Background: an optimization exercise with open tools, aiming at small area. Do not read the settings as production practice. In this exercise RTL edits were held to simulation tests only and were not proved equivalent to the original. Power figures rest on the tool's default switching activity, not on a simulated workload.

==> inputs of 08-02 <==
==> flow/design.v <==
module trng_vn #(
    parameter int WIDTH     = 512,
    parameter int REP_LIMIT = 32
) (
    input  logic             SCLK,
    input  logic             RST,
    input  logic             EN,
    input  logic             RAW_BIT,
    input  logic             RAW_VALID,
    input  logic             READY,
    output logic [WIDTH-1:0] RANDOM_NUMBER,
    output logic             VALID,
    output logic             FAULT
);
    localparam int CW = $clog2(WIDTH);
    localparam int RW = $clog2(REP_LIMIT);
    localparam logic [CW-1:0] LAST    = CW'(WIDTH - 1);
    localparam logic [RW-1:0] REP_TOP = RW'(REP_LIMIT - 2);   
    logic             phase_q;    
    logic             run_q;      
    logic             full_q;     
    logic [CW-1:0]    cnt_q;      
    logic             valid_q;
    logic             fault_q;
    logic [WIDTH-1:0] out_q;      
    logic             first_q;    
    logic             prev_q;     
    logic [RW-1:0]    rep_q;      
    logic [WIDTH-2:0] sreg_q;     
    logic sample, emit, same, trip, at_last, done, load, keep, shift;
    assign sample  = EN & RAW_VALID & ~fault_q;
    assign same    = run_q & (RAW_BIT == prev_q);
    assign trip    = sample & same & (rep_q == REP_TOP);
    assign emit    = sample & phase_q & (first_q ^ RAW_BIT) & ~full_q;
    assign at_last = (cnt_q == LAST);
    assign done    = emit & at_last;               
    assign load    = ~trip & ((done & (~valid_q | READY)) | (full_q & READY));
    assign keep    = ~trip & valid_q & ~READY;
    assign shift   = emit & ~at_last;
    logic [WIDTH-1:0] slot_src, out_d;
    assign slot_src = {sreg_q, first_q};
    for (genvar i = 0; i < WIDTH; i++) begin : g_slot
        trng_vn_slot_mux u_mux (
            .load (load),
            .keep (keep),
            .d    (slot_src[i]),
            .q    (out_q[i]),
            .y    (out_d[i])
        );
    end
    logic             hold;
    logic [WIDTH-2:0] sreg_src, sreg_d;
    assign hold     = ~shift;
    assign sreg_src = {sreg_q[WIDTH-3:0], first_q};
    for (genvar i = 0; i < WIDTH-1; i++) begin : g_sreg
        trng_vn_slot_mux u_mux (
            .load (shift),
            .keep (hold),
            .d    (sreg_src[i]),
            .q    (sreg_q[i]),
            .y    (sreg_d[i])
        );
    end
    always_ff @(posedge SCLK or posedge RST) begin
        if (RST) begin
            phase_q <= 1'b0;
            run_q   <= 1'b0;
            full_q  <= 1'b0;
            cnt_q   <= '0;
            valid_q <= 1'b0;
            fault_q <= 1'b0;
            out_q   <= '0;
        end else begin
            if (sample) begin
                phase_q <= ~phase_q;
                run_q   <= 1'b1;
            end
            if (!EN || trip)
                phase_q <= 1'b0;
            if (trip)
                fault_q <= 1'b1;
            if (trip || load)
                full_q <= 1'b0;
            else if (done)
                full_q <= 1'b1;
            if (trip || load)
                cnt_q <= '0;
            else if (shift)
                cnt_q <= cnt_q + 1'b1;
            valid_q <= ~trip & (load | keep);
            out_q   <= out_d;
        end
    end
    always_ff @(posedge SCLK) begin
        if (sample) begin
            prev_q <= RAW_BIT;
            rep_q  <= same ? rep_q + 1'b1 : '0;
            if (!phase_q && (!full_q || READY))
                first_q <= RAW_BIT;
        end
        sreg_q <= sreg_d;
    end
    assign RANDOM_NUMBER = out_q;
    assign VALID         = valid_q;
    assign FAULT         = fault_q;
endmodule
module trng_vn_slot_mux (
    input  logic load,
    input  logic keep,
    input  logic d,
    input  logic q,
    output logic y
);
    assign y = (load & d) | (keep & q);
endmodule
==> flow/flow/run.sh <==
#!/bin/bash
# Standard ORFS layout (the standard.sh) with two changes:
#  * port buffers use the smallest buffer, sky130_fd_sc_hd__buf_1;
#  * CTS builds its tree from clkbuf_8 with sink clusters of up to 18
#    flip-flops and no dummy loads.
set -euo pipefail
bash standard.sh \
  "BUFFER_PORTS_ARGS=-buffer_cell sky130_fd_sc_hd__buf_1" \
  "CTS_ARGS=-sink_clustering_enable -repair_clock_nets -buf_list sky130_fd_sc_hd__clkbuf_8 -sink_clustering_size 18 -sink_clustering_max_diameter 80 -dont_use_dummy_load" \
  finish > flow_make.log 2>&1
==> flow/standard.sh <==
#!/bin/bash
# synth_recipe.tcl (not shown) runs the flow's synth.tcl, then flattens the netlist and writes it again
# the make line also repeats each setting of config.mk as NAME=value (left out here)
make -C /OpenROAD-flow-scripts/flow DESIGN_CONFIG=/design/flow/config.mk WORK_HOME=/design/flow/orfs CLKGATE_MAP_FILE= SYNTH_SCRIPT=/design/flow/synth_recipe.tcl "${@:-finish}"
==> flow/config.mk <==
export PLATFORM = sky130hd
export DESIGN_NAME = trng_vn
export DESIGN_NICKNAME = trng_vn
export VERILOG_FILES = /design/flow/design.v
export SDC_FILE = /design/flow/constraint.sdc
export NUM_CORES = 4
export LEC_CHECK = 0
export CAP_MARGIN = 20
export CORE_MARGIN = 2
export CORE_UTILIZATION = 40
export SLEW_MARGIN = 20
export SYNTH_HIERARCHICAL = 1
==> flow/constraint.sdc <==
create_clock -name core_clock -period 5.0 [get_ports {SCLK}]
set_input_delay 1.0000 -clock core_clock [delete_from_list [all_inputs] [get_ports {SCLK}]]
set_output_delay 1.0000 -clock core_clock [all_outputs]
set_load 0.01 [all_outputs]
==> inputs of 07-10, as changes to 08-02 <==
==> flow/design.v, changed modules only <==
module trng_vn #(
    parameter int WIDTH     = 512,
    parameter int REP_LIMIT = 32
) (
    input  logic             SCLK,
    input  logic             RST,
    input  logic             EN,
    input  logic             RAW_BIT,
    input  logic             RAW_VALID,
    input  logic             READY,
    output logic [WIDTH-1:0] RANDOM_NUMBER,
    output logic             VALID,
    output logic             FAULT
);
    localparam int CW = $clog2(WIDTH);
    localparam int RW = $clog2(REP_LIMIT);
    localparam logic [CW-1:0] LAST    = CW'(WIDTH - 1);
    localparam logic [RW-1:0] REP_TOP = RW'(REP_LIMIT - 2);   
    logic             phase_q;    
    logic             run_q;      
    logic             full_q;     
    logic [CW-1:0]    cnt_q;      
    logic             valid_q;
    logic             fault_q;
    logic             first_q;    
    logic             last_q;     
    logic             prev_q;     
    logic [RW-1:0]    rep_q;      
    logic [WIDTH-2:0] sreg_p;     
    logic [WIDTH-1:0] outn_q;     
    logic sample, emit, same, trip, at_last, done, load, keep, shift, hold;
    logic oload, okeep, valid_n, nbit;
    assign sample  = EN & RAW_VALID & ~fault_q;
    assign same    = run_q & (RAW_BIT == prev_q);
    assign trip    = sample & same & (rep_q == REP_TOP);
    assign emit    = sample & phase_q & (first_q ^ RAW_BIT) & ~full_q;
    assign at_last = (cnt_q == LAST);
    assign done    = emit & at_last;               
    assign load    = ~trip & ((done & (~valid_q | READY)) | (full_q & READY));
    assign keep    = ~trip & valid_q & ~READY;
    assign shift   = emit & ~at_last;
    assign hold    = ~shift;
    assign oload   = (done & (~valid_q | READY)) | (full_q & READY);
    assign okeep   = ~oload;
    assign valid_n = ~valid_q;
    assign nbit    = full_q ? last_q : first_q;
    logic [WIDTH-2:0] sreg_src, sreg_d;
    logic [WIDTH-1:0] slot_src, outn_d;
    assign sreg_src = {sreg_p[WIDTH-3:0], first_q};
    assign slot_src = {sreg_p, nbit};       
    for (genvar i = 0; i < WIDTH-1; i++) begin : g_sreg
        trng_vn_seli u_sel (
            .h  (hold),
            .q  (sreg_p[i]),
            .s  (sreg_src[i]),
            .y  (sreg_d[i])
        );
    end
    for (genvar i = 0; i < WIDTH; i++) begin : g_slot
        if (i % 2 == 0) begin : g_even
            trng_vn_seli u_sel (
                .h  (okeep),
                .q  (outn_q[i]),
                .s  (slot_src[i]),
                .y  (outn_d[i])
            );
        end else begin : g_odd
            trng_vn_sel u_sel (
                .a  (oload),
                .b  (okeep),
                .da (slot_src[i]),
                .db (outn_q[i]),
                .y  (outn_d[i])
            );
        end
        trng_vn_mask u_mask (
            .qn (outn_q[i]),
            .vn (valid_n),
            .y  (RANDOM_NUMBER[i])
        );
    end
    always_ff @(posedge SCLK or posedge RST) begin
        if (RST) begin
            phase_q <= 1'b0;
            run_q   <= 1'b0;
            full_q  <= 1'b0;
            cnt_q   <= '0;
            valid_q <= 1'b0;
            fault_q <= 1'b0;
        end else begin
            if (sample) begin
                phase_q <= ~phase_q;
                run_q   <= 1'b1;
            end
            if (!EN || trip)
                phase_q <= 1'b0;
            if (trip)
                fault_q <= 1'b1;
            if (trip || load)
                full_q <= 1'b0;
            else if (done)
                full_q <= 1'b1;
            if (trip || load)
                cnt_q <= '0;
            else if (shift)
                cnt_q <= cnt_q + 1'b1;
            valid_q <= ~trip & (load | keep);
        end
    end
    always_ff @(posedge SCLK) begin
        if (sample) begin
            prev_q <= RAW_BIT;
            rep_q  <= same ? rep_q + 1'b1 : '0;
            if (!phase_q)
                first_q <= RAW_BIT;
        end
        if (done)
            last_q <= first_q;
        sreg_p <= sreg_d;
        outn_q <= outn_d;
    end
    assign VALID = valid_q;
    assign FAULT = fault_q;
endmodule
module trng_vn_sel (
    input  logic a,
    input  logic b,
    input  logic da,
    input  logic db,
    output logic y
);
    assign y = (a & da) | (b & db);
endmodule
module trng_vn_seli (
    input  logic h,
    input  logic q,
    input  logic s,
    output logic y
);
    assign y = ~((~h | ~q) & (h | s));
endmodule
module trng_vn_mask (
    input  logic qn,
    input  logic vn,
    output logic y
);
    assign y = ~(qn | vn);
endmodule
// module trng_vn_slot_mux removed
- CORE_UTILIZATION: 40 -> 75
- PLACE_DENSITY: unset -> 0.85
==> inputs of 09-07, as changes to 08-02 <==
==> flow/design.v, changed modules only <==
module trng_vn #(
    parameter int WIDTH     = 512,
    parameter int REP_LIMIT = 32
) (
    input  logic             SCLK,
    input  logic             RST,
    input  logic             EN,
    input  logic             RAW_BIT,
    input  logic             RAW_VALID,
    input  logic             READY,
    output logic [WIDTH-1:0] RANDOM_NUMBER,
    output logic             VALID,
    output logic             FAULT
);
    localparam int CW = $clog2(WIDTH);
    localparam int RW = $clog2(REP_LIMIT);
    localparam logic [CW-1:0] LAST    = CW'(WIDTH - 1);
    localparam logic [RW-1:0] REP_TOP = RW'(REP_LIMIT - 2);   
    logic             phase_q;    
    logic             run_q;      
    logic             full_q;     
    logic [CW-1:0]    cnt_q;      
    logic             valid_q;
    logic             fault_q;
    logic             first_q;    
    logic             last_q;     
    logic             prev_q;     
    logic [RW-1:0]    rep_q;      
    logic [WIDTH-2:0] sreg_p;     
    logic [WIDTH-1:0] outn_q;     
    logic sample, emit, same, trip, at_last, done, load, keep, shift, hold;
    logic oload, okeep, valid_n, nbit;
    assign sample  = EN & RAW_VALID & ~fault_q;
    assign same    = run_q & (RAW_BIT == prev_q);
    assign trip    = sample & same & (rep_q == REP_TOP);
    assign emit    = sample & phase_q & (first_q ^ RAW_BIT) & ~full_q;
    assign at_last = (cnt_q == LAST);
    assign done    = emit & at_last;               
    assign load    = ~trip & ((done & (~valid_q | READY)) | (full_q & READY));
    assign keep    = ~trip & valid_q & ~READY;
    assign shift   = emit & ~at_last;
    assign hold    = ~shift;
    assign oload   = (done & (~valid_q | READY)) | (full_q & READY);
    assign okeep   = ~oload;
    assign valid_n = ~valid_q;
    assign nbit    = full_q ? last_q : first_q;
    logic [WIDTH-2:0] sreg_src, sreg_d;
    logic [WIDTH-1:0] slot_src, outn_d;
    assign sreg_src = {sreg_p[WIDTH-3:0], first_q};
    assign slot_src = {sreg_p, nbit};       
    for (genvar i = 0; i < WIDTH-1; i++) begin : g_sreg
        trng_vn_seli u_sel (
            .h  (hold),
            .q  (sreg_p[i]),
            .s  (sreg_src[i]),
            .y  (sreg_d[i])
        );
    end
    for (genvar i = 0; i < WIDTH; i++) begin : g_slot
        if (i % 2 == 0) begin : g_even
            trng_vn_seli u_sel (
                .h  (okeep),
                .q  (outn_q[i]),
                .s  (slot_src[i]),
                .y  (outn_d[i])
            );
        end else begin : g_odd
            trng_vn_sel u_sel (
                .a  (oload),
                .b  (okeep),
                .da (slot_src[i]),
                .db (outn_q[i]),
                .y  (outn_d[i])
            );
        end
        trng_vn_mask u_mask (
            .qn (outn_q[i]),
            .vn (valid_n),
            .y  (RANDOM_NUMBER[i])
        );
    end
    always_ff @(posedge SCLK or posedge RST) begin
        if (RST) begin
            phase_q <= 1'b0;
            run_q   <= 1'b0;
            full_q  <= 1'b0;
            cnt_q   <= '0;
            valid_q <= 1'b0;
            fault_q <= 1'b0;
        end else begin
            if (sample) begin
                phase_q <= ~phase_q;
                run_q   <= 1'b1;
            end
            if (!EN || trip)
                phase_q <= 1'b0;
            if (trip)
                fault_q <= 1'b1;
            if (trip || load)
                full_q <= 1'b0;
            else if (done)
                full_q <= 1'b1;
            if (trip || load)
                cnt_q <= '0;
            else if (shift)
                cnt_q <= cnt_q + 1'b1;
            valid_q <= ~trip & (load | keep);
        end
    end
    always_ff @(posedge SCLK) begin
        if (sample) begin
            prev_q <= RAW_BIT;
            rep_q  <= same ? rep_q + 1'b1 : '0;
            if (!phase_q)
                first_q <= RAW_BIT;
        end
        if (done)
            last_q <= first_q;
        sreg_p <= sreg_d;
        outn_q <= outn_d;
    end
    assign VALID = valid_q;
    assign FAULT = fault_q;
endmodule
module trng_vn_sel (
    input  logic a,
    input  logic b,
    input  logic da,
    input  logic db,
    output logic y
);
    assign y = (a & da) | (b & db);
endmodule
module trng_vn_seli (
    input  logic h,
    input  logic q,
    input  logic s,
    output logic y
);
    assign y = ~((~h | ~q) & (h | s));
endmodule
module trng_vn_mask (
    input  logic qn,
    input  logic vn,
    output logic y
);
    assign y = ~(qn | vn);
endmodule
// module trng_vn_slot_mux removed
==> notes.md <==
- Top post-synthesis cells by area: dfxtp_1, o21ai_1, nand2_1
- Sw Pwr: about 4.6 mW
- Outcome: timing/DRC/antenna clean
- Slew HR: a little over an eighth
- Seq. cell area: ~21,000 µm²
- EDFF count, synth: 8
- Antenna Cells: 0
The numbers above come from 07-10.

==> notes.md <==
- Outcome: timing/DRC/antenna clean
- Seq. cell area: between 20,000 and 25,000 µm²
- Antenna Cells: 4
- Top post-synthesis cells by area: dfxtp_1, o21ai_1, nand2_1
- Worst Hold Class: input pin to asynchronous set/reset pin
- Max Used Layer: met4
- Internal Power: between 10 and 15 mW
- Sw Pwr: ~4.6 mW
- EDFF count, synth: 8
- Die width: roughly 290 µm
The numbers above come from 09-07.

==> notes.md <==
- Slew HR: between 20% and 30%
- Crit-path max FO: 90
- First-pass DRT Iterations: 5
- Antenna Cells: 2
- Top post-synthesis cells by area: dfrtp_1, dfxtp_1, a22o_1
- EDFF count, synth: 7
- Sw Pwr: 2.67 mW
- Outcome: timing/DRC/antenna clean
The numbers above come from 08-02.

[static timing again, ports no longer ideal]
How much do the figures lean on ideal ports? The routed layouts below were timed once more, with nothing changed but the port constraints.
Step 1, drivers: a clkbuf_16 drives SCLK and a buf_2 each remaining input, both assumed.
Step 2 moves the port delays by t, midway between the first and last clock arrival at a register: inputs arrive t later, outputs are due t later. That takes back most of the time a late clock gives input paths.
Slacks: ideal / step 1 / step 2; pairs: ideal / step 1.
run | t (ns) | slack for setup (ns) | worst setup path at the end
08-02 | 0.700 | 1.837 / 1.837 / 1.245 | input to register
07-10 | 0.684 | 1.079 / 1.079 / 1.079 | register to register
09-07 | 0.724 | 0.776 / 0.713 / 1.437 | register to output
After both steps every run listed still meets setup and hold. For 08-02, which loses most, drivers alone change the setup slack by 0.000 ns; drivers and shift together by -0.592 ns.
